What follows belongs to an exercise in optimizing a design on an open flow for small area, a short achievable clock period and few clock cycles per item; a production flow would make more cautious choices.
In this exercise RTL edits were held to simulation tests only and were not proved equivalent to the original.

`config.mk`:
```
export PLATFORM = sky130hd
export DESIGN_NAME = aluTop
export DESIGN_NICKNAME = aluTop
export VERILOG_FILES = /design/flow/design.v
export SDC_FILE = /design/flow/constraint.sdc
export NUM_CORES = 4
export LEC_CHECK = 0
export CAP_MARGIN = 20
export CORE_MARGIN = 2
export CORE_UTILIZATION = 40
export SLEW_MARGIN = 20
```
`constraint.sdc`:
```
create_clock -name core_clock -period 40.0 [get_ports {clk}]
set_input_delay 8.0000 -clock core_clock [delete_from_list [all_inputs] [get_ports {clk}]]
set_output_delay 8.0000 -clock core_clock [all_outputs]
set_load 0.01 [all_outputs]
```
`design.v`:
```
package aluPkg;
	localparam int operandWidth = 16;
	localparam int resultWidth = 32;
	localparam int errorWidth = 2;
	localparam int opcodeWidth = 4;
	localparam int divZeroBit = 1;
	localparam int overflowBit = 0;
	localparam logic [opcodeWidth-1:0] opAdd = 4'b1010;
	localparam logic [opcodeWidth-1:0] opSub = 4'b1011;
	localparam logic [opcodeWidth-1:0] opMul = 4'b0010;
	localparam logic [opcodeWidth-1:0] opDiv = 4'b0011;
	localparam logic [opcodeWidth-1:0] opMod = 4'b0100;
	typedef struct packed {
		logic [opcodeWidth-2:0] group;
		logic                   mode;
	} opFieldsT;
	typedef union packed {
		logic [opcodeWidth-1:0] code;
		opFieldsT               fields;
	} opcodeT;
endpackage
module operandRegister (
	input  logic                             clk,
	input  logic                             rstN,
	input  logic                             start,
	input  logic [aluPkg::operandWidth-1:0]  a,
	input  logic [aluPkg::operandWidth-1:0]  b,
	input  aluPkg::opcodeT                   op,
	output logic [aluPkg::operandWidth-1:0]  aQ,
	output logic [aluPkg::operandWidth-1:0]  bQ,
	output aluPkg::opcodeT                   opQ,
	output logic                             validQ
);
	always_ff @(posedge clk)
	begin
		if (!rstN)
			validQ <= 1'b0;
		else
			validQ <= start;
	end
	always_ff @(posedge clk)
	begin
		if (start)
		begin
			aQ  <= a;
			bQ  <= b;
			opQ <= op;
		end
	end
endmodule
import aluPkg::*;
module addSubUnit (
	input  logic [aluPkg::operandWidth-1:0] aQ,
	input  logic [aluPkg::operandWidth-1:0] bQ,
	input  aluPkg::opcodeT                  opQ,
	output logic [aluPkg::resultWidth-1:0]  addSubResult,
	output logic                            overflow
);
	logic                    mode;
	logic [operandWidth-1:0] bInv;
	logic [operandWidth-1:0] lowSum;
	logic [1:0]              topSum;
	logic                    carryIn;
	logic                    carryOut;
	assign mode = opQ.fields.mode;
	assign bInv = bQ ^ {operandWidth{mode}};
	assign lowSum  = {1'b0, aQ[operandWidth-2:0]} + {1'b0, bInv[operandWidth-2:0]} +
		{{(operandWidth-1){1'b0}}, mode};
	assign carryIn = lowSum[operandWidth-1];
	assign topSum   = {1'b0, aQ[operandWidth-1]} + {1'b0, bInv[operandWidth-1]} +
		{1'b0, carryIn};
	assign carryOut = topSum[1];
	assign overflow = mode ? (carryIn ^ carryOut) : carryOut;
	assign addSubResult = {{(resultWidth-operandWidth-1){1'b0}}, overflow,
		topSum[0], lowSum[operandWidth-2:0]};
endmodule
import aluPkg::*;
module multiplierArray (
	input  logic [aluPkg::operandWidth-1:0] aQ,
	input  logic [aluPkg::operandWidth-1:0] bQ,
	output logic [aluPkg::resultWidth-1:0]  product
);
	genvar row;
	generate
		for (row = 0; row < operandWidth; row++)
		begin : genRow
			logic [operandWidth-1:0] partial;
			logic [operandWidth:0]   rowSum;
			logic [operandWidth-1:0] acc;
			assign partial = bQ & {operandWidth{aQ[row]}};
			if (row == 0)
			begin : genFirst
				assign rowSum = {1'b0, partial};
			end
			else
			begin : genNext
				assign rowSum = {1'b0, genRow[row-1].acc} + {1'b0, partial};
			end
			assign product[row] = rowSum[0];
			assign acc          = rowSum[operandWidth:1];
		end
	endgenerate
	assign product[resultWidth-1:operandWidth] = genRow[operandWidth-1].acc;
endmodule
import aluPkg::*;
module divModUnit (
	input  logic [aluPkg::operandWidth-1:0] aQ,
	input  logic [aluPkg::operandWidth-1:0] bQ,
	output logic [aluPkg::resultWidth-1:0]  quotient,
	output logic [aluPkg::resultWidth-1:0]  remainder,
	output logic                            divZero
);
	localparam int padWidth = resultWidth - operandWidth;
	assign divZero = (bQ == '0);
	assign quotient  = divZero ? '0 : {{padWidth{1'b0}}, aQ / bQ};
	assign remainder = divZero ? '0 : {{padWidth{1'b0}}, aQ % bQ};
endmodule
import aluPkg::*;
module resultSelect (
	input  logic                           clk,
	input  logic                           rstN,
	input  logic                           validQ,
	input  aluPkg::opcodeT                 opQ,
	input  logic [aluPkg::resultWidth-1:0] addSubResult,
	input  logic                           overflow,
	input  logic [aluPkg::resultWidth-1:0] product,
	input  logic [aluPkg::resultWidth-1:0] quotient,
	input  logic [aluPkg::resultWidth-1:0] remainder,
	input  logic                           divZero,
	output logic [aluPkg::resultWidth-1:0] result,
	output logic [aluPkg::errorWidth-1:0]  error,
	output logic                           done
);
	logic [resultWidth-1:0] nextResult;
	logic [errorWidth-1:0]  nextError;
	always_comb
	begin
		nextResult = '0;
		nextError  = '0;
		case (opQ.code)
			opAdd,
			opSub:
			begin
				nextResult             = addSubResult;
				nextError[overflowBit] = overflow;
			end
			opMul:
			begin
				nextResult = product;
			end
			opDiv:
			begin
				nextResult            = quotient;
				nextError[divZeroBit] = divZero;
			end
			opMod:
			begin
				nextResult            = remainder;
				nextError[divZeroBit] = divZero;
			end
			default:
			begin
				nextResult = '0;
				nextError  = '0;
			end
		endcase
	end
	always_ff @(posedge clk)
	begin
		if (!rstN)
		begin
			result <= '0;
			error  <= '0;
			done   <= 1'b0;
		end
		else
		begin
			done <= validQ;
			if (validQ)
			begin
				result <= nextResult;
				error  <= nextError;
			end
		end
	end
endmodule
import aluPkg::*;
module aluTop (
	input  logic                            clk,
	input  logic                            rstN,
	input  logic                            start,
	input  logic [aluPkg::operandWidth-1:0] a,
	input  logic [aluPkg::operandWidth-1:0] b,
	input  aluPkg::opcodeT                  op,
	output logic                            done,
	output logic [aluPkg::resultWidth-1:0]  result,
	output logic [aluPkg::errorWidth-1:0]   error
);
	logic [operandWidth-1:0] aQ;
	logic [operandWidth-1:0] bQ;
	aluPkg::opcodeT          opQ;
	logic                    validQ;
	logic [resultWidth-1:0]  addSubResult;
	logic                    overflow;
	logic [resultWidth-1:0]  product;
	logic [resultWidth-1:0]  quotient;
	logic [resultWidth-1:0]  remainder;
	logic                    divZero;
	operandRegister operandRegister_i (
		.clk    (clk),
		.rstN   (rstN),
		.start  (start),
		.a      (a),
		.b      (b),
		.op     (op),
		.aQ     (aQ),
		.bQ     (bQ),
		.opQ    (opQ),
		.validQ (validQ)
	);
	addSubUnit addSubUnit_i (
		.aQ           (aQ),
		.bQ           (bQ),
		.opQ          (opQ),
		.addSubResult (addSubResult),
		.overflow     (overflow)
	);
	multiplierArray multiplierArray_i (
		.aQ      (aQ),
		.bQ      (bQ),
		.product (product)
	);
	divModUnit divModUnit_i (
		.aQ        (aQ),
		.bQ        (bQ),
		.quotient  (quotient),
		.remainder (remainder),
		.divZero   (divZero)
	);
	resultSelect resultSelect_i (
		.clk          (clk),
		.rstN         (rstN),
		.validQ       (validQ),
		.opQ          (opQ),
		.addSubResult (addSubResult),
		.overflow     (overflow),
		.product      (product),
		.quotient     (quotient),
		.remainder    (remainder),
		.divZero      (divZero),
		.result       (result),
		.error        (error),
		.done         (done)
	);
endmodule
```
`run.sh`:
```
#!/bin/bash
# synth_recipe.tcl (not shown) runs the flow's synth.tcl, then flattens the netlist and writes it again
# the make line also repeats each setting of config.mk as NAME=value (left out here)
make -C /OpenROAD-flow-scripts/flow DESIGN_CONFIG=/design/flow/config.mk WORK_HOME=/design/flow/orfs CLKGATE_MAP_FILE= SYNTH_SCRIPT=/design/flow/synth_recipe.tcl finish
```
==> reports/metrics.yaml <==
status: "complete, no violations"
nNetsFinal: 3480
start_util: 0.405
rsz0062_at_grt: "false"
r2r_slack_ps: 7660
min_from: "resultSelect_i.result[28]$_SDFFE_PN0P_"
worst_pin_slew_ps: 1050
worstSetupPathType: "flop to flop"
yosys_warnings: 2
synthArstFlopShare: 0
syn_avg_cell_area_um2: 7.31
yosys-top-cells-area: "ha_1, xnor2_1, nor2_1"
path_buf_inv: 6
wl_um: 79400
worst_hold_path.num_cells: 2
cts_buffer_depth: 2
synth_flop_cell: "edfxtp_1"
synth-seq-cells: 72
synth_top_area_cell: "ha_1"
io_buffers: 73
avgViaCountPerCell: 6.00
crit_fanout: 27
antenna_found_initial: 0
syn_nets: 3439
top_level_ports: 74
arrival_ps: 32600
wire_per_inst_um: 21.3
drive_gt1_frac: 0.0419
synth-compound-area-share: 0.258
finalCritPeriodShare: 0.809
synthMuxAreaShare: 0.0178
timing.hold.ws_ps: 463
synthSimpleGateAreaFrac: 0.235
core_area_um2: 53900
grt_max_degree: 38
fmax_mhz: 30.9
worstRegToRegCells: 113
r2r-start: "operandRegister_i.bQ[14]$_DFFE_PP_"
cts-resized-gates: 0
slowest_stage: "a2111oi_4"
hold_violations: 0
finClkSkew_ps: 15.1
row_count: 85
die_y_um: 238
synth-xor-area-share: 0.113
synth_common_cells: "ha_1, nor2_1, nand2_1"
antenna_left: 0
dp_hpwl_um: 61800
max_cap_viol_count: 0
fin_tns_setup_ps: 0
synthCells: 2988
synthMostInstantiatedCell: "ha_1"
route.vias.total: 22381
root_buffer: "clkbuf_16"
hold_buffers: 0
cts_buffers: 9
r2r-end: "resultSelect_i.result[1]$_SDFFE_PN0P_"
place.gp.congestion: 0.984
grt_pass1_wl_um: 120000
area_growth_syn_to_layout_pct: 8.76
slew_violations: 0
cts_tree: "built"
preCtsSetupSlack_ps: 8090
grt_overflow: 0
path_delay_family: "compound AO/OA/AOI/OAI gates"
die_w_um: 238
slew_headroom: 0.296
grt_use_total: 0.274
setup_viol: 0
cpMostUsedCell: "ha_1"
worstSkewPairLatency_ps: 380
end_kind: "flop"
synth_top_cell_area_share: 0.226
whs_endpoint: "resultSelect_i.result[28]$_SDFFE_PN0P_"
post_cts_buffers: 0
critPathMaxStageDelay_ps: 910
cts_sinks: 72
final.min_clock_period_ps: 32340
yosysUniqueCellTypes: 108
utilization: 0.441
synthAdderAreaFrac: 0.242
die_area_um2: 56500
htree_levels: 3
drt-initial-drc-count: 1621
drt-pass1-iter-count: 6
first_global_vias: 21146
synth-edff-count: 36
hold_class: "flop to flop"
fin_ws_ps: 7660
cp_data_required_time_ps: 40260
ys_seq_area_frac: 0.0825
clkTransAtPathRegs_ps: 70
synth_area_um2: 21800
drcViolationCount: 0
critPathLaunchType: "flop"
synth_top_family_by_area: "compound AO/OA/AOI/OAI gates"
## layer usage
metal  routed length, µm  GRT usage  share of wire
met2               34900      0.447           0.44
met3                5470     0.0360          0.069
met1               35800      0.369           0.45
met5                   0          0              0
met4                3290     0.0987          0.041
## worst reg2reg max path, delay by kind of cell, from the launching register on
| kind | cells | cell delay [ps] |
|---|---|---|
| muxes | 4 | 1520 |
| AOI/OAI and AO/OA | 54 | 16190 |
| and+or+nand+nor | 34 | 7660 |
| buffers and inverters | 6 | 1140 |
| adders and majority gates | 15 | 5190 |
| DFF | 1 | 600 |
## cells in the final DEF (no fill, tap or decap), types with 19 or more instances in the layout
master / synthesis / final
nand2_1: 221 / 221
a31oi_1: 42 / 41
o211ai_1: 24 / 24
o21a_1: 38 / 38
o21ai_0: 169 / 169
nor2b_1: 64 / 64
nand3_1: 75 / 75
o21bai_1: 40 / 40
edfxtp_1: 36 / 36
nor2_1: 346 / 346
clkdlybuf4s50_1: 0 / 72
inv_1: 195 / 195
a21oi_1: 215 / 215
nor3_1: 79 / 79
ha_1: 394 / 394
a21boi_0: 35 / 35
xor2_1: 64 / 64
mux2_2: 19 / 19
a21o_1: 54 / 54
or3_1: 29 / 29
and2_1: 150 / 150
buf_4: 3 / 42
xnor2_1: 219 / 219
dfxtp_1: 36 / 36
## stage by stage
stage               cells  area (µm²)
finish               3732       23800
global route         3730       23800
CTS                  3730       23700
detailed placement   3714       23400
global placement     3714       23400
floorplan            2988       21800
## state kept, by name (all words and copies together) (netlist names)
name / count
operandRegister_i.bQ: 16
operandRegister_i.opQ: 4
resultSelect_i.done: 1
operandRegister_i.aQ: 16
resultSelect_i.error: 2
resultSelect_i.result: 32
operandRegister_i.validQ: 1
## final cells by class
class | instances | area, µm²
multi-input combinational | 2623 | 18900
timing repair buffer | 114 | 1040
antenna | 2 | 5.00
tap | 696 | 871
inverter | 209 | 785
fill | 5474 | 30200
clock buffer | 10 | 250
sequential | 72 | 1800
clock inverter | 6 | 73.8
## how the worst max path moves through the flow
| stage | from | endpoint | slack [ps] | depth (start not counted) |
|---|---|---|---|---|
| after floorplan | operandRegister_i.bQ[0]$_DFFE_PP_ | resultSelect_i.result[10]$_SDFFE_PN0P_ | 13190 | 124 |
| after global placement | operandRegister_i.bQ[14]$_DFFE_PP_ | resultSelect_i.result[12]$_SDFFE_PN0P_ | 8680 | 110 |
| after detailed placement | operandRegister_i.bQ[14]$_DFFE_PP_ | resultSelect_i.result[1]$_SDFFE_PN0P_ | 8090 | 110 |
| after CTS | operandRegister_i.bQ[14]$_DFFE_PP_ | resultSelect_i.result[1]$_SDFFE_PN0P_ | 7950 | 111 |
| after global routing | operandRegister_i.bQ[14]$_DFFE_PP_ | resultSelect_i.result[10]$_SDFFE_PN0P_ | 5360 | 113 |
| final | operandRegister_i.bQ[14]$_DFFE_PP_ | resultSelect_i.result[1]$_SDFFE_PN0P_ | 7660 | 113 |
## logic make-up after synthesis
logic type | count (synthesis)
simple gates | 1058
compound gates | 834
mux | 36
buf+inv | 293
xor+xnor | 283
fa+ha+maj | 412
flops | 72
Testbench counts, summed over its fixed seeds: cycles 16,000, items 8,000.

==> afterwards: timing with drivers on the ports <==
How much do the figures lean on ideal ports? The routed layout below was timed once more, with nothing changed but the port constraints.
Step 1, drivers: a clkbuf_16 drives clk and a buf_2 each remaining input, both assumed.
Step 2 also shifts input and output timing later by t, the mid clock arrival at the registers, as if the neighbouring blocks saw the same clock.
Three values: ideal ports, drivers, drivers and shift; two values: the first two.
t (ns): 0.420
setup WS [ns]: 7.659 / 7.659 / 7.659
worst setup path at the end: register to register
cell pins on the clock port's net: 1
After both steps this run still meets setup and hold. The setup slack of this run moves by 0.000 ns with the drivers and by 0.000 ns with both steps.
